Source: an optimization exercise on an open RTL-to-GDS flow (aim: small area, a short achievable clock period and few clock cycles per item). Production flows keep margins and buffers that such runs may drop. RTL that was checked went through simulation tests only; none was proved equivalent to the original. Function not checked in runs 3 and 4: the RTL went through the layout flow alone. Power is estimated from default activity; no workload was simulated.

File: design/flow/config.mk
export PLATFORM = sky130hd
export DESIGN_NAME = marching_squares_cell_classifier_unit
export DESIGN_NICKNAME = marching_squares_cell_classifier_unit
export VERILOG_FILES = /design/flow/design.v
export SDC_FILE = /design/flow/constraint.sdc
export NUM_CORES = 4
export LEC_CHECK = 0
export ABC_AREA = 1
export ABC_CLOCK_PERIOD_IN_PS = 2500
export CAP_MARGIN = 20
export CORE_MARGIN = 2
export CORE_UTILIZATION = 66
export CTS_BUF_LIST = sky130_fd_sc_hd__clkbuf_16
export CTS_CLUSTER_DIAMETER = 75
export CTS_CLUSTER_SIZE = 30
export SETUP_SLACK_MARGIN = 5
export SLEW_MARGIN = 20
export SYNTH_MEMORY_MAX_BITS = 16384
File: design/flow/constraint.sdc
create_clock -name core_clock -period 8.0 [get_ports {clk}]
set_input_delay 1.6000 -clock core_clock [delete_from_list [all_inputs] [get_ports {clk}]]
set_output_delay 1.6000 -clock core_clock [all_outputs]
set_load 0.01 [all_outputs]
File: design/flow/design.v
package mscc_pkg;
  localparam int MAX_WIDTH  = 256;
  localparam int MAX_HEIGHT = 1024;
  localparam int MAX_LEVELS = 8;
  localparam int COL_W  = $clog2(MAX_WIDTH);
  localparam int ROW_W  = $clog2(MAX_HEIGHT);
  localparam int LVL_W  = 3;
  localparam int LCNT_W = 4;
  localparam int RW_W   = 11;
  localparam int THR_W  = 64;
  localparam int GRAY_W = 8;
  localparam int SUM_W  = 10;
  localparam int PROD_W = 20;
  localparam logic [SUM_W-1:0] GRAY_RECIP = SUM_W'(683);
  localparam int               GRAY_SHIFT = 11;
  localparam logic [LCNT_W-1:0] LEVEL_COUNT_RST = LCNT_W'(1);
  localparam logic [RW_W-1:0]   ROW_WIDTH_RST   = RW_W'(MAX_WIDTH);
  localparam logic [3:0] CODE_ALL_ABOVE = 4'hF;
  localparam logic [3:0] CODE_UNIFORM   = 4'h0;
  typedef enum logic [1:0] {
    CFG_LEVEL_COUNT = 2'd0,
    CFG_THRESHOLDS  = 2'd1,
    CFG_ROW_WIDTH   = 2'd2
  } cfg_idx_t;
endpackage
import mscc_pkg::*;
module marching_squares_cell_classifier_unit (
  input  logic                clk,
  input  logic                rst_n,
  input  logic                cfg_we,
  input  logic [1:0]          cfg_index,
  input  logic [THR_W-1:0]    cfg_data,
  input  logic                in_valid,
  output logic                in_ready,
  input  logic [7:0]          in_red,
  input  logic [7:0]          in_green,
  input  logic [7:0]          in_blue,
  input  logic                in_frame_start,
  output logic                out_valid,
  input  logic                out_ready,
  output logic [9:0]          out_cell_x,
  output logic [9:0]          out_cell_y,
  output logic [2:0]          out_level,
  output logic [3:0]          out_case_code,
  output logic                out_last
);
  logic [THR_W-1:0]  thresholds_r;
  logic [LVL_W-1:0]  lvl_last_r;    
  logic              lvl_one_r;     
  logic [RW_W-1:0]   row_width_r;
  logic [COL_W-1:0]  wm1_r;         
  logic [COL_W-1:0]  wm2_r;         
  logic [RW_W-1:0]   cfg_w;
  logic [LCNT_W-1:0] cfg_l;
  logic [COL_W-1:0]  cfg_wm1;
  logic [COL_W-1:0]  cfg_wm2;
  logic [LVL_W-1:0]  cfg_lvl_last;
  assign cfg_w = row_width_r;
  assign cfg_l = cfg_data[LCNT_W-1:0];
  always_comb begin
    if (cfg_w < RW_W'(2)) begin
      cfg_wm1 = COL_W'(1);
      cfg_wm2 = COL_W'(0);
    end else if (cfg_w > RW_W'(MAX_WIDTH)) begin
      cfg_wm1 = COL_W'(MAX_WIDTH - 1);
      cfg_wm2 = COL_W'(MAX_WIDTH - 2);
    end else begin
      cfg_wm1 = COL_W'(cfg_w - RW_W'(1));
      cfg_wm2 = COL_W'(cfg_w - RW_W'(2));
    end
    if (cfg_l == '0) begin
      cfg_lvl_last = '0;
    end else if (cfg_l > LCNT_W'(MAX_LEVELS)) begin
      cfg_lvl_last = LVL_W'(MAX_LEVELS - 1);
    end else begin
      cfg_lvl_last = LVL_W'(cfg_l - LCNT_W'(1));
    end
  end
  always_ff @(posedge clk) begin
    if (!rst_n) begin
      lvl_last_r   <= '0;
      lvl_one_r    <= 1'b1;
      thresholds_r <= '0;
      row_width_r  <= ROW_WIDTH_RST;
    end else if (cfg_we) begin
      case (cfg_index)
        CFG_LEVEL_COUNT: begin
          lvl_last_r <= cfg_lvl_last;
          lvl_one_r  <= (cfg_lvl_last == '0);
        end
        CFG_THRESHOLDS:  thresholds_r <= cfg_data;
        CFG_ROW_WIDTH:   row_width_r  <= cfg_data[RW_W-1:0];
        default: ;
      endcase
    end
  end
  always_ff @(posedge clk) begin
    wm1_r <= cfg_wm1;
    wm2_r <= cfg_wm2;
  end
  logic [LVL_W-1:0] d_lvl_r;
  logic d_cell_r;      
  logic last_r;        
  logic skid_valid_r;
  logic out_valid_r;
  logic b_valid_r;
  logic adv_r;         
  logic push_r;        
  logic in_ready_r;    
  logic adv;
  logic fire;
  logic out_free;
  logic b_cell;
  logic d_cell_n, last_n, skid_valid_n, out_valid_n, b_valid_n, adv_n;
  assign adv      = adv_r;
  assign fire     = d_cell_r && !skid_valid_r;
  assign out_free = !out_valid_r || out_ready;
  assign in_ready = in_ready_r;
  always_comb begin
    d_cell_n     = d_cell_r;
    last_n       = last_r;
    skid_valid_n = skid_valid_r;
    out_valid_n  = out_valid_r;
    b_valid_n    = b_valid_r;
    if (adv) begin
      d_cell_n  = b_cell;
      last_n    = lvl_one_r;
      b_valid_n = in_valid && in_ready_r;
    end else if (fire) begin
      last_n    = (d_lvl_r + LVL_W'(1)) == lvl_last_r;
    end
    if (out_free) begin
      out_valid_n  = skid_valid_r || fire;
      skid_valid_n = 1'b0;
    end else if (fire) begin
      skid_valid_n = 1'b1;
    end
    if (!rst_n) begin
      d_cell_n     = 1'b0;
      skid_valid_n = 1'b0;
      out_valid_n  = 1'b0;
      b_valid_n    = 1'b0;
    end
    adv_n = !d_cell_n || (!skid_valid_n && last_n);
  end
  always_ff @(posedge clk) begin
    d_cell_r     <= d_cell_n;
    last_r       <= last_n;
    skid_valid_r <= skid_valid_n;
    out_valid_r  <= out_valid_n;
    b_valid_r    <= b_valid_n;
    adv_r        <= adv_n;
    in_ready_r   <= rst_n && adv_n;
    push_r       <= adv_n && b_valid_n;
  end
  function automatic logic [2:0] m3add(input logic [2:0] a, input logic [2:0] b);
    m3add[0] = (a[0] & b[0]) | (a[1] & b[2]) | (a[2] & b[1]);
    m3add[1] = (a[0] & b[1]) | (a[1] & b[0]) | (a[2] & b[2]);
    m3add[2] = (a[0] & b[2]) | (a[1] & b[1]) | (a[2] & b[0]);
  endfunction
  function automatic logic [2:0] m3sub(input logic b, input logic [2:0] a);
    m3sub = b ? {a[2], a[0], a[1]} : {a[1], a[2], a[0]};
  endfunction
  function automatic logic [2:0] m3dig(input logic h, input logic l);
    m3dig = {h & !l, !h & l, h == l};
  endfunction
  function automatic logic [8:0] div3(input logic [7:0] c);
    logic [2:0] r6, r4, r2, r0, r7, r5, r3, r1;
    r6 = m3dig(c[7], c[6]);
    r4 = m3add(r6, m3dig(c[5], c[4]));
    r2 = m3add(r4, m3dig(c[3], c[2]));
    r0 = m3add(r4, m3add(m3dig(c[3], c[2]), m3dig(c[1], c[0])));
    r7 = {1'b0, c[7], !c[7]};
    r5 = m3sub(c[5], r6);
    r3 = m3sub(c[3], r4);
    r1 = m3sub(c[1], r2);
    div3[6] = r7[2] | (r7[1] & c[6]);
    div3[5] = r6[2] | (r6[1] & c[5]);
    div3[4] = r5[2] | (r5[1] & c[4]);
    div3[3] = r4[2] | (r4[1] & c[3]);
    div3[2] = r3[2] | (r3[1] & c[2]);
    div3[1] = r2[2] | (r2[1] & c[1]);
    div3[0] = r1[2] | (r1[1] & c[0]);
    div3[8:7] = r0[2:1];
  endfunction
  logic [8:0] dv_r, dv_g, dv_b;
  assign dv_r = div3(in_red);
  assign dv_g = div3(in_green);
  assign dv_b = div3(in_blue);
  logic       b_fs_r;
  logic [6:0] b_qr_r, b_qg_r, b_qb_r;
  logic [1:0] b_mr_r, b_mg_r, b_mb_r;    
  always_ff @(posedge clk) begin
    if (adv) begin
      b_fs_r <= in_frame_start;
      b_qr_r <= dv_r[6:0];
      b_qg_r <= dv_g[6:0];
      b_qb_r <= dv_b[6:0];
      b_mr_r <= dv_r[8:7];
      b_mg_r <= dv_g[8:7];
      b_mb_r <= dv_b[8:7];
    end
  end
  logic [1:0] b_k;
  logic [GRAY_W-1:0] b_gray;
  logic two_r, two_g, two_b, one_r, one_g, one_b;
  always_comb begin
    two_r = b_mr_r[1];
    two_g = b_mg_r[1];
    two_b = b_mb_r[1];
    one_r = b_mr_r[0];
    one_g = b_mg_r[0];
    one_b = b_mb_r[0];
    b_k[1] = two_r & two_g & two_b;
    b_k[0] = (one_r & one_g & one_b)
           | (two_r & !two_g & !two_b & (one_g | one_b))
           | (!two_r & two_g & !two_b & (one_r | one_b))
           | (!two_r & !two_g & two_b & (one_r | one_g))
           | (two_r & two_g & !two_b)
           | (two_r & !two_g & two_b)
           | (!two_r & two_g & two_b);
  end
  logic [6:0] q_s, q_c;
  assign q_s    = b_qr_r ^ b_qg_r ^ b_qb_r;
  assign q_c    = (b_qr_r & b_qg_r) | (b_qr_r & b_qb_r) | (b_qg_r & b_qb_r);
  assign b_gray = GRAY_W'(q_s) + {q_c, b_k[0] | b_k[1]} + GRAY_W'(b_k[1]);
  logic [COL_W-1:0] d_x_r;
  logic [ROW_W-1:0] d_y_r;
  logic             start_r;
  logic             x_first;
  logic             x_end;
  logic             x_over;
  logic             y_first;
  logic [COL_W-1:0] x_m1;
  logic [ROW_W-1:0] y_m1;
  logic             push;
  assign push    = adv && b_valid_r;
  assign y_first = b_fs_r || start_r;
  assign x_end   = (d_x_r == wm2_r) && (d_x_r != '1);
  assign x_over  = (d_x_r >= wm1_r) && (d_x_r != '1);
  assign x_first = y_first || x_end || x_over;
  assign x_m1    = x_first ? '1 : d_x_r + COL_W'(1);
  assign y_m1    = y_first ? '1 : (x_end ? d_y_r + ROW_W'(1) : d_y_r);
  assign b_cell  = b_valid_r && !x_first && !y_first && (y_m1 != '1);
  always_ff @(posedge clk) begin
    if (!rst_n) begin
      start_r <= 1'b1;
    end else if (push) begin
      start_r <= 1'b0;
    end
  end
  always_ff @(posedge clk) begin
    if (push) begin
      d_x_r <= x_m1;
      d_y_r <= y_m1;
    end
  end
  logic [GRAY_W-1:0] d_ul_r, d_ll_r, d_ur_r, d_lr_r;
  logic [GRAY_W-1:0] lb_f2_r;
  logic [GRAY_W-1:0] seg0 [1];
  logic [GRAY_W-1:0] seg1 [2];
  logic [GRAY_W-1:0] seg2 [4];
  logic [GRAY_W-1:0] seg3 [8];
  logic [GRAY_W-1:0] seg4 [16];
  logic [GRAY_W-1:0] seg5 [32];
  logic [GRAY_W-1:0] seg6 [64];
  logic [GRAY_W-1:0] seg7 [128];
  logic [GRAY_W-1:0] m0, m1, m2, m3, m4, m5, m6, m7;
  assign m0 = wm2_r[0] ? seg0[0]   : d_lr_r;
  assign m1 = wm2_r[1] ? seg1[1]   : m0;
  assign m2 = wm2_r[2] ? seg2[3]   : m1;
  assign m3 = wm2_r[3] ? seg3[7]   : m2;
  assign m4 = wm2_r[4] ? seg4[15]  : lb_f2_r;
  assign m5 = wm2_r[5] ? seg5[31]  : m4;
  assign m6 = wm2_r[6] ? seg6[63]  : m5;
  assign m7 = wm2_r[7] ? seg7[127] : m6;
  always_ff @(posedge clk) begin
    if (push_r) begin
      seg0[0] <= d_lr_r;
      for (int i = 1; i < 2; i++)   seg1[i] <= seg1[i-1];
      seg1[0] <= m0;
      for (int i = 1; i < 4; i++)   seg2[i] <= seg2[i-1];
      seg2[0] <= m1;
      for (int i = 1; i < 8; i++)   seg3[i] <= seg3[i-1];
      seg3[0] <= m2;
      lb_f2_r <= m3;
      for (int i = 1; i < 16; i++)  seg4[i] <= seg4[i-1];
      seg4[0] <= lb_f2_r;
      for (int i = 1; i < 32; i++)  seg5[i] <= seg5[i-1];
      seg5[0] <= m4;
      for (int i = 1; i < 64; i++)  seg6[i] <= seg6[i-1];
      seg6[0] <= m5;
      for (int i = 1; i < 128; i++) seg7[i] <= seg7[i-1];
      seg7[0] <= m6;
    end
  end
  logic [GRAY_W-1:0] d_thr_r;
  logic [LVL_W-1:0]  lvl_nxt;
  always_ff @(posedge clk) begin
    if (push) begin
      d_ul_r <= d_ur_r;
      d_ll_r <= d_lr_r;
      d_ur_r <= m7;
      d_lr_r <= b_gray;
    end
  end
  always_comb begin
    lvl_nxt = d_lvl_r;
    if (adv) begin
      lvl_nxt = '0;
    end else if (fire) begin
      lvl_nxt = d_lvl_r + LVL_W'(1);
    end
  end
  always_ff @(posedge clk) begin
    d_lvl_r <= lvl_nxt;
    d_thr_r <= thresholds_r[lvl_nxt*GRAY_W +: GRAY_W];
  end
  logic [3:0]        code_raw;
  logic [3:0]        code;
  logic [COL_W-1:0]  res_cx;
  logic [ROW_W-1:0]  res_cy;
  assign code_raw = {d_ul_r > d_thr_r, d_ll_r > d_thr_r, d_ur_r > d_thr_r, d_lr_r > d_thr_r};
  assign code     = (code_raw == CODE_ALL_ABOVE) ? CODE_UNIFORM : code_raw;
  assign res_cx   = d_x_r;
  assign res_cy   = d_y_r;
  logic [COL_W-1:0]  out_cx_r;
  logic [ROW_W-1:0]  out_cy_r;
  logic [2:0]        out_level_r;
  logic [3:0]        out_code_r;
  logic              out_last_r;
  logic [COL_W-1:0]  sk_cx_r;
  logic [ROW_W-1:0]  sk_cy_r;
  logic [2:0]        sk_level_r;
  logic [3:0]        sk_code_r;
  logic              sk_last_r;
  always_ff @(posedge clk) begin
    if (out_free) begin
      if (skid_valid_r) begin
        out_cx_r    <= sk_cx_r;
        out_cy_r    <= sk_cy_r;
        out_level_r <= sk_level_r;
        out_code_r  <= sk_code_r;
        out_last_r  <= sk_last_r;
      end else begin
        out_cx_r    <= res_cx;
        out_cy_r    <= res_cy;
        out_level_r <= d_lvl_r;
        out_code_r  <= code;
        out_last_r  <= last_r;
      end
    end
  end
  always_ff @(posedge clk) begin
    if (!skid_valid_r) begin
      sk_cx_r    <= res_cx;
      sk_cy_r    <= res_cy;
      sk_level_r <= d_lvl_r;
      sk_code_r  <= code;
      sk_last_r  <= last_r;
    end
  end
  assign out_valid     = out_valid_r;
  assign out_cell_x    = 10'(out_cx_r);
  assign out_cell_y    = out_cy_r;
  assign out_level     = out_level_r;
  assign out_case_code = out_code_r;
  assign out_last      = out_last_r;
endmodule
File: design/flow/run.sh
#!/bin/bash
# synth_recipe.tcl (not shown) runs the flow's synth.tcl, then flattens the netlist and writes it again
# the make line also repeats each setting of config.mk as NAME=value (left out here)
make -C /OpenROAD-flow-scripts/flow DESIGN_CONFIG=/design/flow/config.mk WORK_HOME=/design/flow/orfs CLKGATE_MAP_FILE= SYNTH_SCRIPT=/design/flow/synth_recipe.tcl finish
==> impl_metrics.py, run 1 <==
metrics = {
    "placement": {
        "io_buffers": 123,
        "gp_congestion": 0.861,
        "hpwl_um": 63800,
        "placed_area_um2": 77300,
        "place_ws_ps": 4140,
    },
    "detailed_routing": {
        "vias_per_cell": 5.68,
        "ant_nets": 0,
        "drc_errors": 0,
        "drt_first_pass_iters": 6,
        "drt_iter0_markers": 3417,
        "vias": 30500,
        "post_drt_wl_per_cell_um": 22.3,
        "drt-total-wl_um": 120000,
    },
    "timing": {
        "finalCritPeriodShare_pct": 37.9,
        "layout_min_cycle_time_ps": 3030,
        "rsz0062_at_grt": "true",
        "setup-tns-final_ps": 0,
        "tightest_slew_ps": 1120,
        "final.setup_skew_ps": 27.7,
        "setup_viol": 0,
        "fmax_ghz": 0.330,
        "relSlewSlack_pct": 25.6,
        "final_hold_viol_count": 0,
        "drv_slew": 0,
        "setup_ws_ps": 4970,
    },
    "setup_path": {
        "path_delay_family": "flip-flops",
        "endpoint_kind": "primary output",
        "critical_path_depth": 1,
        "timing.rr.end": "d_lr_r[7]",
        "critPathMaxFanout": 1,
        "endpoint": "out_case_code[1]",
        "crit_type": "reg2out",
        "critPathMaxStageDelay_ps": 530,
        "cp.arrival_ps": 1430,
        "critical_path_buf_inv_count": 1,
        "cp-start-kind": "flip-flop",
        "required_ps": 6400,
        "crit_slowest_cell": "edfxtp_1",
        "rrSetupSlack_ps": 5160,
        "reg2reg_from": "b_mb_r[1]",
        "startpoint": "out_code_r[1]",
        "path_cells": "buf_2",
        "r2r_cells": 12,
    },
    "synthesis": {
        "yosys.area.top_type": "edfxtp_1",
        "yosys_warnings": 9,
        "synth_edf_count": 2152,
        "synthTopCellsByArea": "edfxtp_1, dfxtp_1, nand2_1, nor2_1, ha_1",
        "ys_ff_latch": 2293,
        "synth_cells": 3616,
        "synthTopCellsByCount": "edfxtp_1, nand2_1, nor2_1",
        "synthFlopType": "edfxtp_1",
        "synth_top_area_share_pct": 87.2,
        "synth-seq-area-share_pct": 91.0,
        "synth_area_um2": 74100,
        "synth.avg_cell_area_um2": 20.5,
        "synth-async-reset-ratio_pct": 0,
        "ys_types": 40,
        "yosysMostFrequentCell": "edfxtp_1",
    },
    "power_and_ir_drop": {
        "leakagePower_uw": 0.0242,
        "pwr-share-seq_pct": 66.5,
        "netSwitchingPower_uw": 4200,
        "cellInternalPower_uw": 16000,
        "powerDensity_nw_per_um2": 251,
        "clkPwrFrac_pct": 29.9,
        "p_comb_share_pct": 3.6,
        "switching_share_pct": 20.8,
        "p_total_uw": 20200,
        "ir_drop_v": 0.000210,
    },
    "die": {
        "die_area_um2": 115000,
        "die_h_um": 339,
        "initial_core_util_pct": 66.8,
        "io_pins": 126,
        "die_w_um": 339,
        "rows": 122,
        "coreArea_um2": 111000,
    },
    "grt": {
        "antenna_found_initial": 5,
        "top_usage_layer": "met1",
        "met3_usage_pct": 2.64,
        "track_usage_pct": 20.7,
        "grtUsageMet1_pct": 32.7,
        "grt_overflow": 0,
        "grt_pass1_wl_um": 181000,
        "use_met2_pct": 32.2,
        "grt_max_degree": 201,
        "grt_pass1_vias": 29800,
    },
    "cells_and_area": {
        "area_delta_synth_final_pct": 8.56,
        "drive_gt1_share_pct": 6.16,
        "postLayoutCoreUtil_pct": 72.5,
        "diodes": 0,
        "layout.nets": 4002,
        "postLayoutCellArea_um2": 80400,
    },
    "cts": {
        "hold_buffers": 0,
        "clockBufferDepth": 3,
        "root_buffer": "clkbuf_16",
        "cts_tree": "yes",
        "htreeDepth": 3,
        "clk_pin_slew_ps": 100,
        "clkSinkCount": 2293,
        "clk_latency_ps": 710,
        "cts_made_buffers": 98,
    },
    "run": {
        "cap_violations": 0,
    },
    "run_status": {
        "outcome": "no timing/DRC/antenna violations",
    },
    "hold_path": {
        "timing.hold.worst.class": "reg2reg",
    },
}
[layout make-up]
| class | count | area, µm² |
|---|---|---|
| clock inverters | 59 | 619 |
| fillers | 6437 | 30500 |
| well taps | 1488 | 1860 |
| repair buffers | 153 | 1510 |
| flip-flops and latches | 2293 | 67500 |
| multi-input cells | 1131 | 5930 |
| inverters | 141 | 539 |
| clock buffers | 101 | 2530 |
[metrics by stage]
step,instances,hold WS (ps)
after floorplan,3617,400
after global placement,5201,401
after detailed placement,5202,405
after CTS,5364,410
after global routing,5366,413
final,5366,416
[state kept, by name (all words and copies together), names as in the netlist, 10 cells and up]
register      flops
seg4            128
seg1             16
seg3             64
seg6            512
out_cy_r         10
row_width_r      11
thresholds_r     64
seg5            256
d_y_r            10
seg7           1024
sk_cy_r          10
seg2             32
[worst min path at each step]
stage	from	endpoint	slack, ps	cells past startpoint
finish	seg5[2][3]	seg5[3][3]	420	0
floorplan	seg1[0][0]	seg1[1][0]	400	0
CTS	seg7[55][0]	seg7[56][0]	410	0
detailed placement	seg2[2][5]	seg2[3][5]	400	0
global placement	seg7[53][5]	seg7[54][5]	400	0
global route	seg5[2][3]	seg5[3][3]	410	0
[power by group through the flow]
stage	sequential [µW]	clock (µW)	combinational, µW
after floorplan	13900	0	345
after global placement	13700	0	687
after detailed placement	13700	0	727
after CTS	13400	6250	726
after global routing	13500	6600	817
final	13400	6050	731
[per-layer routing]
metal | part of all wire (%) | vias up
met5 | 0 | -
li1 | - | 13900
met2 | 47 | 930
met1 | 46 | 15500
met4 | 1.8 | 0
met3 | 5.4 | 155
[cells in the final DEF (no fill, tap or decap), types with 7 or more instances in the layout]
cell type	Yosys	final
a21oi_1	59	56
a31oi_1	46	46
buf_12	0	10
buf_2	5	22
buf_4	4	18
clkbuf_16	0	101
clkdlybuf4s50_1	0	94
dfxtp_1	141	134
edfxtp_1	2152	2152
fa_1	8	8
ha_1	80	80
inv_1	133	143
inv_2	6	7
inv_6	0	12
nand2_1	357	357
nand3_1	71	66
nand3_2	2	7
nand4_1	14	14
nor2_1	267	267
nor3_1	9	7
o21ai_0	149	149
o221ai_1	7	7
o22ai_1	8	8
xor2_1	14	14
[cell families (layout without fill, tap and decap cells)]
group / after synthesis / in the layout / synth area share [%]
flip-flops: 2293 / 2293 / 91.0
AND/OR/NAND/NOR: 729 / 729 / 3.94
AO/OA/AOI/OAI: 294 / 294 / 2.21
buffers and inverters: 193 / 454 / 1.05
adder cells (fa/ha/maj): 88 / 88 / 1.57
XOR/XNOR: 18 / 18 / 0.213
other: 1 / 2 / 0.00506
[timing repair]
action,4_1_cts,5_1_grt
gates cloned,0,0
gates resized for setup,113,19
endpoints found under the setup margin,40,82
setup buffers,2,1
pin swaps,1,0
Testbench counts, summed over its fixed seeds: cycles 89,986, results 87,749.
==> run 2, diff against run 1 <==
==> design/flow/flow/run.sh (new file) <==
#!/bin/bash
set -o pipefail
export BUFFER_PORTS_ARGS="-buffer_cell sky130_fd_sc_hd__buf_2"
cp standard.sh standard.sh.log
bash standard.sh > standard_run.log 2>&1
==> design/flow/standard.sh (new file) <==
#!/bin/bash
# synth_recipe.tcl (not shown) runs the flow's synth.tcl, then flattens the netlist and writes it again
# the make line also repeats each setting of config.mk as NAME=value (left out here)
make -C /OpenROAD-flow-scripts/flow DESIGN_CONFIG=/design/flow/config.mk WORK_HOME=/design/flow/orfs CLKGATE_MAP_FILE= SYNTH_SCRIPT=/design/flow/synth_recipe.tcl "${@:-finish}"
--- a/design/flow/config.mk
+++ b/design/flow/config.mk
@@ -10,5 +10,5 @@
 export CAP_MARGIN = 20
 export CORE_MARGIN = 2
-export CORE_UTILIZATION = 66
+export CORE_UTILIZATION = 62
 export CTS_BUF_LIST = sky130_fd_sc_hd__clkbuf_16
 export CTS_CLUSTER_DIAMETER = 75
removed: design/flow/run.sh
==> impl_metrics.py, run 2 <==
metrics = {
    "timing": {
        "finalCritPeriodShare_pct": 36.7,
        "setup_viol": 0,
        "relSlewSlack_pct": 31.3,
        "layout_min_cycle_time_ps": 2940,
        "rsz0062_at_grt": "true",
        "whs_ps": 405,
        "final.setup_skew_ps": 26.0,
        "tightest_slew_ps": 1030,
        "fmax_ghz": 0.340,
        "drv_slew": 0,
        "final_hold_viol_count": 0,
        "setup_ws_ps": 5060,
        "setup-tns-final_ps": 0,
    },
    "synthesis": {
        "yosys.area.top_type": "edfxtp_1",
        "synthFlopType": "edfxtp_1",
        "yosys_warnings": 9,
        "synthTopCellsByCount": "edfxtp_1, nand2_1, nor2_1",
        "yosysMostFrequentCell": "edfxtp_1",
        "synth_top_area_share_pct": 87.2,
        "synth-seq-area-share_pct": 91.0,
        "ys_ff_latch": 2293,
        "synth_cells": 3616,
        "synthTopCellsByArea": "edfxtp_1, dfxtp_1, nand2_1, nor2_1, ha_1",
        "synth.avg_cell_area_um2": 20.5,
        "synth_area_um2": 74100,
        "ys_types": 40,
        "synth-async-reset-ratio_pct": 0,
        "synth_edf_count": 2152,
    },
    "cts": {
        "clk_latency_ps": 720,
        "clkSinkCount": 2293,
        "clk_pin_slew_ps": 100,
        "htreeDepth": 3,
        "cts_made_buffers": 97,
        "root_buffer": "clkbuf_16",
        "clockBufferDepth": 3,
        "cts_tree": "yes",
        "hold_buffers": 0,
    },
    "power_and_ir_drop": {
        "powerDensity_nw_per_um2": 250,
        "leakagePower_uw": 0.0241,
        "ir_drop_v": 0.000195,
    },
    "grt": {
        "grt_pass1_wl_um": 166000,
        "grt_overflow": 0,
        "track_usage_pct": 17.6,
        "grt_pass1_vias": 28600,
        "grt_max_degree": 205,
        "antenna_found_initial": 5,
    },
    "die": {
        "die_w_um": 350,
        "die_h_um": 350,
        "coreArea_um2": 118000,
        "die_area_um2": 122000,
        "rows": 126,
        "io_pins": 126,
        "initial_core_util_pct": 62.7,
    },
    "cells_and_area": {
        "fillers": 7547,
        "postLayoutCellArea_um2": 79900,
        "largest_register_ffs": 1024,
        "max_flop_register": "seg7",
        "layout_common_cells": "edfxtp_1, nand2_1, nor2_1",
        "drive_gt1_share_pct": 8.42,
        "top_regs": "seg7 x1024, seg6 x512, seg5 x256",
        "area_delta_synth_final_pct": 7.84,
        "final_common_cell": "edfxtp_1",
        "layout.nets": 3999,
        "postLayoutCoreUtil_pct": 67.6,
    },
    "hold_path": {
        "timing.hold.worst.class": "reg2reg",
    },
    "setup_path": {
        "path_delay_family": "flip-flops",
        "critical_path_buf_inv_count": 1,
        "rrSetupSlack_ps": 5210,
        "critPathMaxStageDelay_ps": 470,
        "crit_slowest_cell": "edfxtp_1",
        "cp.arrival_ps": 1340,
        "required_ps": 6400,
        "crit_type": "reg2out",
        "endpoint_kind": "primary output",
        "path_cells": "buf_6",
        "cp-start-kind": "flip-flop",
        "critPathMaxFanout": 1,
    },
    "placement": {
        "gp_congestion": 0.847,
        "io_buffers": 123,
        "hpwl_um": 62000,
        "place_ws_ps": 4310,
        "placed_area_um2": 76700,
    },
    "detailed_routing": {
        "drc_errors": 0,
        "drt_iter0_markers": 3228,
        "post_drt_wl_per_cell_um": 20.2,
        "vias_per_cell": 5.58,
        "vias": 30200,
        "ant_nets": 0,
        "drt-total-wl_um": 109000,
        "drt_first_pass_iters": 5,
    },
    "run": {
        "cap_violations": 0,
    },
    "run_status": {
        "outcome": "no timing/DRC/antenna violations",
    },
}
-- run 2: cell types whose count changed in the layout (fill, tap and decap cells not counted), moves of 4 or more --
cell / change
clkinv_8: +5
nand3_2: -5
nand3_1: +5
buf_6: +7
buf_4: -5
buf_2: +97
clkinv_4: +4
buf_12: -5
clkdlybuf4s50_1: -94
-- run 2: where the power goes --
group	internal (µW)	leakage, µW	switching (µW)
Clock	2410	0.00154	3470
Sequential	13300	0.0183	113
Combinational	194	0.00428	484
-- run 2: logic make-up after synthesis --
family          count (synthesis)  synth area share [%]
xor+xnor                       18                 0.213
buf+inv                       193                  1.05
flops                        2293                  91.0
simple gates                  729                  3.94
fa+ha+maj                      88                  1.57
other cells                     1               0.00506
compound gates                294                  2.21
-- run 2: worst paths after layout --
path	from	to	depth (start not counted)
setup reg to reg	skid_valid_r	d_thr_r[2]	11
hold / removal	seg7[60][5]	seg7[61][5]	0
hold reg to reg	seg7[60][5]	seg7[61][5]	0
setup / recovery	out_code_r[2]	out_case_code[2]	1
-- run 2: per-stage QoR --
stage	total power [µW]	cells
floorplan	14300	3617
global route	20700	5410
detailed placement	14400	5246
finish	20000	5412
CTS	20200	5405
global placement	14300	5246
-- run 2: cell type report --
| class | instances | area, µm² | share of cell area (%) |
|---|---|---|---|
| sequential | 2293 | 67500 | 84.4 |
| multi-input combinational | 1131 | 5900 | 7.38 |
| clock buffer | 101 | 2530 | 3.16 |
| tap | 1536 | 1920 | 2.41 |
| timing repair buffer | 150 | 1000 | 1.26 |
| clock inverter | 57 | 544 | 0.681 |
| inverter | 141 | 541 | 0.676 |
| timing repair inverter | 1 | 7.51 | 0.00939 |
| antenna | 2 | 5.00 | 0.00626 |
-- run 2: what timing repair did --
action,in CTS,in global routing
gates resized for setup,12,16
setup buffers,0,5
cloned,1,0
setup endpoints to repair,94,1298
-- run 2: metal layers --
layer	GRT usage [%]	routed length, µm	up-vias
li1	-	-	13900
met4	4.06	2200	0
met1	29.2	54500	15400
met2	24.8	46500	688
met5	0	0	-
met3	3.08	5810	140
==> run 3, diff against run 2 <==
--- a/design/flow/design.v
+++ b/design/flow/design.v
@@ -228,4 +228,6 @@
   logic [ROW_W-1:0] d_y_r;
   logic             start_r;
+  logic             end_r;     
+  logic             over_r;    
   logic             x_first;
   logic             x_end;
@@ -237,6 +239,6 @@
   assign push    = adv && b_valid_r;
   assign y_first = b_fs_r || start_r;
-  assign x_end   = (d_x_r == wm2_r) && (d_x_r != '1);
-  assign x_over  = (d_x_r >= wm1_r) && (d_x_r != '1);
+  assign x_end   = end_r;
+  assign x_over  = over_r;
   assign x_first = y_first || x_end || x_over;
   assign x_m1    = x_first ? '1 : d_x_r + COL_W'(1);
@@ -256,4 +258,13 @@
     end
   end
+  always_ff @(posedge clk) begin
+    if (push) begin
+      end_r  <= !x_first && (d_x_r + COL_W'(1) == wm2_r);
+      over_r <= 1'b0;
+    end else begin
+      end_r  <= (d_x_r == wm2_r) && (d_x_r != '1);
+      over_r <= (d_x_r >= wm1_r) && (d_x_r != '1);
+    end
+  end
   logic [GRAY_W-1:0] d_ul_r, d_ll_r, d_ur_r, d_lr_r;
   logic [GRAY_W-1:0] lb_f2_r;
==> impl_metrics.py, run 3 <==
metrics = {
    "placement": {
        "io_buffers": 123,
        "hpwl_um": 61700,
        "dp.cells": 5285,
        "gp_congestion": 0.829,
    },
    "timing": {
        "final.setup_skew_ps": 22.5,
        "setup_viol": 0,
        "tightest_slew_ps": 1080,
        "rsz0062_at_grt": "true",
        "final_hold_viol_count": 0,
        "fmax_ghz": 0.332,
        "drv_slew": 0,
        "setup-tns-final_ps": 0,
        "whs_ps": 414,
        "finalCritPeriodShare_pct": 37.7,
        "relSlewSlack_pct": 27.9,
        "layout_min_cycle_time_ps": 3020,
    },
    "detailed_routing": {
        "drc_errors": 0,
        "drt-total-wl_um": 108000,
        "ant_nets": 0,
        "drt_first_pass_iters": 5,
        "post_drt_wl_per_cell_um": 19.8,
        "drt_iter0_markers": 3004,
        "vias_per_cell": 5.44,
        "vias": 29700,
    },
    "setup_path": {
        "r2r_cells": 3,
        "critPathMaxStageDelay_ps": 520,
        "path_delay_family": "flip-flops",
        "path_cells": "buf_2",
        "rrSetupSlack_ps": 5220,
        "critPathMaxFanout": 1,
        "endpoint_kind": "primary output",
        "crit_slowest_cell": "edfxtp_1",
        "critical_path_depth": 1,
        "cp.arrival_ps": 1420,
        "critical_path_buf_inv_count": 1,
        "reg2reg_from": "push_r",
        "startpoint": "out_code_r[1]",
        "crit_type": "reg2out",
        "required_ps": 6400,
        "cp-start-kind": "flip-flop",
    },
    "cts": {
        "htreeDepth": 3,
        "cts_made_buffers": 96,
        "clk_latency_ps": 700,
        "cts_tree": "yes",
        "clockBufferDepth": 3,
        "hold_buffers": 0,
        "root_buffer": "clkbuf_16",
        "clk_pin_slew_ps": 100,
        "clkSinkCount": 2295,
    },
    "grt": {
        "grt_pass1_wl_um": 164000,
        "antenna_found_initial": 3,
        "grt_pass1_vias": 28300,
        "grt_max_degree": 225,
        "grt_overflow": 0,
        "track_usage_pct": 17.5,
    },
    "synthesis": {
        "synth_top_area_share_pct": 87.1,
        "yosys.area.top_type": "edfxtp_1",
        "yosysMostFrequentCell": "edfxtp_1",
        "synthFlopType": "edfxtp_1",
        "synth-seq-area-share_pct": 91.0,
        "synth_edf_count": 2152,
        "ys_ff_latch": 2295,
        "synth-async-reset-ratio_pct": 0,
        "synth.avg_cell_area_um2": 20.6,
        "synthTopCellsByCount": "edfxtp_1, nand2_1, nor2_1",
        "ys_types": 47,
        "synthTopCellsByArea": "edfxtp_1, dfxtp_1, nand2_1, ha_1, nor2_1",
        "synth_cells": 3594,
        "synth_area_um2": 74200,
        "yosys_warnings": 9,
    },
    "cells_and_area": {
        "fin_cells": 5451,
        "drive_gt1_share_pct": 8.36,
        "multi_input_area_um2": 5950,
        "layout_common_cells": "edfxtp_1, nand2_1, nor2_1",
        "postLayoutCoreUtil_pct": 67.7,
        "largest_register_ffs": 1024,
        "final_common_cell": "edfxtp_1",
        "regArea_um2": 67500,
        "layout.nets": 3972,
        "top_regs": "seg7 x1024, seg6 x512, seg5 x256",
        "max_flop_register": "seg7",
        "fillers": 7534,
        "area_delta_synth_final_pct": 7.99,
    },
    "die": {
        "coreArea_um2": 118000,
        "initial_core_util_pct": 62.7,
        "die_h_um": 350,
        "die_area_um2": 122000,
        "io_pins": 126,
        "rows": 126,
        "die_w_um": 350,
    },
    "power_and_ir_drop": {
        "ir_drop_v": 0.000228,
        "powerDensity_nw_per_um2": 250,
        "leakagePower_uw": 0.0241,
    },
    "hold_path": {
        "timing.hold.worst.class": "reg2reg",
        "min_delay_path_depth": 0,
        "holdCritStartpoint": "seg7[125][0]",
    },
    "run": {
        "cap_violations": 0,
    },
    "run_status": {
        "outcome": "no timing/DRC/antenna violations",
    },
}
run 3: metrics by stage:
| stage | setup slack, ps | total power [µW] | cell area, µm² |
|---|---|---|---|
| floorplan | -6800 | 14300 | 74200 |
| global placement | 3890 | 14400 | 76800 |
| detailed placement | 3890 | 14400 | 76900 |
| CTS | 4900 | 20300 | 80000 |
| global route | 4920 | 20800 | 80100 |
| finish | 4980 | 20100 | 80100 |
run 3: timing repair:
item	CTS	global route
cloned	0	0
buffers inserted	0	1
hold endpoints to repair	0	0
pin swaps	0	0
gates resized for setup	6	7
setup endpoints to repair	157	379
run 3: kinds of logic (layout without fill, tap and decap cells):
family                   Yosys count  after routing  share of synthesized area (%)
XOR/XNOR                          24             24                          0.283
AND/OR/NAND/NOR                  689            689                           3.79
AO/OA/AOI/OAI                    289            289                           2.14
buffers and inverters            194            449                           1.05
other                              1              3                        0.00505
adder cells (fa/ha/maj)           89             89                           1.58
flip-flops                      2295           2295                           91.0
multiplexers                      13             13                          0.197
run 3: path summary, 6_finish.rpt:
kind | end
max | out_case_code[1]
min | seg7[126][0]
max reg2reg | seg7[53][0]
min reg2reg | seg7[126][0]
run 3: power by group:
| part | leakage [µW] | switching [µW] | total (µW) | internal (µW) |
|---|---|---|---|---|
| combinational | 0.00416 | 470 | 671 | 201 |
| sequential | 0.0183 | 126 | 13500 | 13300 |
| clock | 0.00159 | 3450 | 5940 | 2490 |
run 3: layer usage:
metal | GRT usage (%) | vias up | part of all wire (%)
li1 | - | 13800 | -
met1 | 28.1 | 15100 | 50
met2 | 25.5 | 579 | 44
met3 | 2.76 | 159 | 4.2
met4 | 4.54 | 2 | 2.5
met5 | 0 | - | 0.0083
run 3: layout make-up:
cell class              count  area share (%)
clock inverters            60           0.707
inverters                 142           0.673
repair buffers            146            1.30
diodes                      1         0.00312
multi-input cells        1106            7.42
well taps                1600            2.50
flip-flops and latches   2295            84.2
clock buffers             101            3.15
==> run 4, diff against run 3 <==
==> design/flow/run.sh (new file) <==
#!/bin/bash
# synth_recipe.tcl (not shown) runs the flow's synth.tcl, then flattens the netlist and writes it again
# the make line also repeats each setting of config.mk as NAME=value (left out here)
make -C /OpenROAD-flow-scripts/flow DESIGN_CONFIG=/design/flow/config.mk WORK_HOME=/design/flow/orfs CLKGATE_MAP_FILE= SYNTH_SCRIPT=/design/flow/synth_recipe.tcl finish
removed: design/flow/flow/run.sh
removed: design/flow/standard.sh
==> impl_metrics.py, run 4 <==
metrics = {
    "run_status": {
        "outcome": "no timing/DRC/antenna violations",
    },
    "cts": {
        "clk_pin_slew_ps": 110,
        "clockBufferDepth": 3,
        "cts_tree": "yes",
        "clkSinkCount": 2295,
        "htreeDepth": 3,
        "root_buffer": "clkbuf_16",
        "cts_made_buffers": 96,
        "hold_buffers": 0,
        "clk_latency_ps": 710,
    },
    "detailed_routing": {
        "vias_per_cell": 5.46,
        "drc_errors": 0,
        "post_drt_wl_per_cell_um": 20.0,
        "drt_iter0_markers": 3093,
        "drt-total-wl_um": 109000,
        "vias": 29800,
        "ant_nets": 0,
        "drt_first_pass_iters": 6,
    },
    "cells_and_area": {
        "postLayoutCoreUtil_pct": 68.1,
        "postLayoutCellArea_um2": 80600,
        "top_regs": "seg7 x1024, seg6 x512, seg5 x256",
        "area_delta_synth_final_pct": 8.63,
        "layout_common_cells": "edfxtp_1, nand2_1, nor2_1",
        "drive_gt1_share_pct": 5.86,
        "layout.nets": 3976,
        "regArea_um2": 67500,
        "multi_input_area_um2": 5950,
        "largest_register_ffs": 1024,
        "max_flop_register": "seg7",
        "fillers": 7506,
        "final_common_cell": "edfxtp_1",
    },
    "setup_path": {
        "critPathMaxFanout": 1,
        "path_delay_family": "flip-flops",
        "crit_type": "reg2out",
        "cp.arrival_ps": 1440,
        "path_cells": "buf_2",
        "crit_slowest_cell": "edfxtp_1",
        "critical_path_buf_inv_count": 1,
        "cp-start-kind": "flip-flop",
        "required_ps": 6400,
        "critPathMaxStageDelay_ps": 530,
        "endpoint_kind": "primary output",
    },
    "die": {
        "die_w_um": 350,
        "die_h_um": 350,
        "coreArea_um2": 118000,
        "die_area_um2": 122000,
        "initial_core_util_pct": 62.7,
        "io_pins": 126,
        "rows": 126,
    },
    "placement": {
        "io_buffers": 123,
        "gp_congestion": 0.826,
        "hpwl_um": 63100,
        "placed_area_um2": 77500,
    },
    "synthesis": {
        "synthTopCellsByCount": "edfxtp_1, nand2_1, nor2_1",
        "yosysMostFrequentCell": "edfxtp_1",
        "synthFlopType": "edfxtp_1",
        "ys_types": 47,
        "synth_cells": 3594,
        "yosys_warnings": 9,
        "yosys.area.top_type": "edfxtp_1",
        "synth_edf_count": 2152,
        "synth.avg_cell_area_um2": 20.6,
        "synth-async-reset-ratio_pct": 0,
        "ys_ff_latch": 2295,
        "synth_area_um2": 74200,
        "synth-seq-area-share_pct": 91.0,
        "synth_top_area_share_pct": 87.1,
        "synthTopCellsByArea": "edfxtp_1, dfxtp_1, nand2_1, ha_1, nor2_1",
    },
    "timing": {
        "final_hold_viol_count": 0,
        "final.setup_skew_ps": 19.3,
        "rsz0062_at_grt": "true",
        "drv_slew": 0,
        "setup-tns-final_ps": 0,
        "tightest_slew_ps": 1060,
        "relSlewSlack_pct": 29.1,
        "finalCritPeriodShare_pct": 38.0,
        "setup_viol": 0,
        "layout_min_cycle_time_ps": 3040,
        "fmax_ghz": 0.329,
    },
    "power_and_ir_drop": {
        "cellInternalPower_uw": 16000,
        "pwr-share-seq_pct": 66.9,
        "powerDensity_nw_per_um2": 249,
        "netSwitchingPower_uw": 4080,
        "leakagePower_uw": 0.0241,
        "clkPwrFrac_pct": 29.5,
        "switching_share_pct": 20.3,
        "ir_drop_v": 0.000188,
        "p_comb_share_pct": 3.6,
    },
    "grt": {
        "track_usage_pct": 17.6,
        "grt_pass1_vias": 28500,
        "grt_pass1_wl_um": 165000,
        "grt_overflow": 0,
        "antenna_found_initial": 4,
        "grt_max_degree": 209,
    },
    "hold_path": {
        "timing.hold.worst.class": "reg2reg",
    },
    "run": {
        "cap_violations": 0,
    },
}
[run 4: cell count changes in the layout (fill, tap and decap cells not counted), moves of 3 or more]
| cell | previous run | this run |
|---|---|---|
| clkdlybuf4s50_1 | 0 | 94 |
| inv_1 | 151 | 156 |
| clkinv_8 | 4 | 7 |
| buf_2 | 120 | 17 |
| clkdlybuf4s15_1 | 0 | 4 |
| clkinv_4 | 5 | 0 |
| clkinvlp_4 | 0 | 4 |
| buf_16 | 5 | 1 |
| clkbuf_2 | 0 | 6 |
| buf_4 | 6 | 11 |
[run 4: power groups by stage]
| stage | registers (µW) | clock network, µW | logic (µW) |
|---|---|---|---|
| after floorplan | 14000 | 0 | 357 |
| after global placement | 13700 | 0 | 693 |
| after detailed placement | 13700 | 0 | 724 |
| after CTS | 13400 | 6170 | 721 |
| after global routing | 13500 | 6540 | 806 |
| final | 13400 | 5930 | 719 |
[run 4: per-layer routing]
| layer | share of wire (%) | global-route usage [%] | vias to the layer above |
|---|---|---|---|
| met5 | 0 | 0 | - |
| met4 | 2.7 | 5.01 | 0 |
| met3 | 4.3 | 2.45 | 171 |
| met2 | 44 | 25.7 | 635 |
| met1 | 49 | 28.3 | 15100 |
| li1 | - | - | 13900 |
[run 4: worst paths after layout]
kind	startpoint	end	slack, ps	cells after the start
min reg2reg	seg5[21][4]	seg5[22][4]	410	0
max	out_cx_r[1]	out_cell_x[1]	4960	1
max reg2reg	push_r	seg7[20][2]	5180	2
min	seg5[21][4]	seg5[22][4]	410	0
[run 4: repair_timing]
action | 4_1_cts | 5_1_grt
resized for setup | 99 | 15
setup buffers | 0 | 1
setup endpoints to repair | 93 | 295
pin swaps | 0 | 1
cloned | 0 | 1
[run 4: area by class of cell]
cell class	instances	share of cell area, %
tap	1600	2.48
antenna	1	0.00310
sequential	2295	83.7
clock buffer	101	3.14
timing repair buffer	150	1.85
clock inverter	64	0.734
multi-input combinational	1106	7.39
inverter	142	0.672
[run 4: cell families after synthesis]
| group | Yosys count | synth area share (%) |
|---|---|---|
| flops | 2295 | 91.0 |
| simple gates | 689 | 3.79 |
| compound gates | 289 | 2.14 |
| buf+inv | 194 | 1.05 |
| fa+ha+maj | 89 | 1.58 |
| xor+xnor | 24 | 0.283 |
| mux | 13 | 0.197 |
| other cells | 1 | 0.00505 |
[run 4: through the flow]
stage | std cells | worst slack (ps) | power, µW | hold WS, ps
4_1_cts | 5455 | 4870 | 20300 | 411
3_3_place_gp | 5289 | 3900 | 14400 | 401
6_report | 5459 | 4960 | 20100 | 411
3_5_place_dp | 5290 | 3810 | 14400 | 405
5_1_grt | 5458 | 4890 | 20800 | 410
2_1_floorplan | 3595 | -6800 | 14300 | 400
[run 4: worst register-to-register path, cell delays in order (launching register included)]
cell and delay [ps]:
dfxtp_4 810, buf_12 520, buf_12 990

[re-timing with driven ports]
Ports are ideal in the flow. The routed layouts listed here were re-timed in OpenROAD.
Step 1 assumes that a clkbuf_16 drives the clock port and a buf_2 every other input.
Step 2 also shifts input and output timing later by t, the mid clock arrival at the registers, as if the neighbouring blocks saw the same clock.
Three values: ideal ports, drivers, drivers and shift; two values: the first two.
| run | t (ns) | slack for setup (ns) | cell pins on the clock port's net |
|---|---|---|---|
| run 1 | 0.778 | 4.967 / 4.891 / 4.302 | 1 |
| run 2 | 0.779 | 5.062 / 4.986 / 4.427 | 1 |
| run 3 | 0.762 | 4.985 / 4.916 / 4.439 | 1 |
| run 4 | 0.772 | 4.960 / 4.890 / 4.362 | 1 |
After both steps every run listed still meets setup and hold. The setup slack of run 1, which loses most, moves by -0.076 ns with the drivers and by -0.665 ns with both steps.
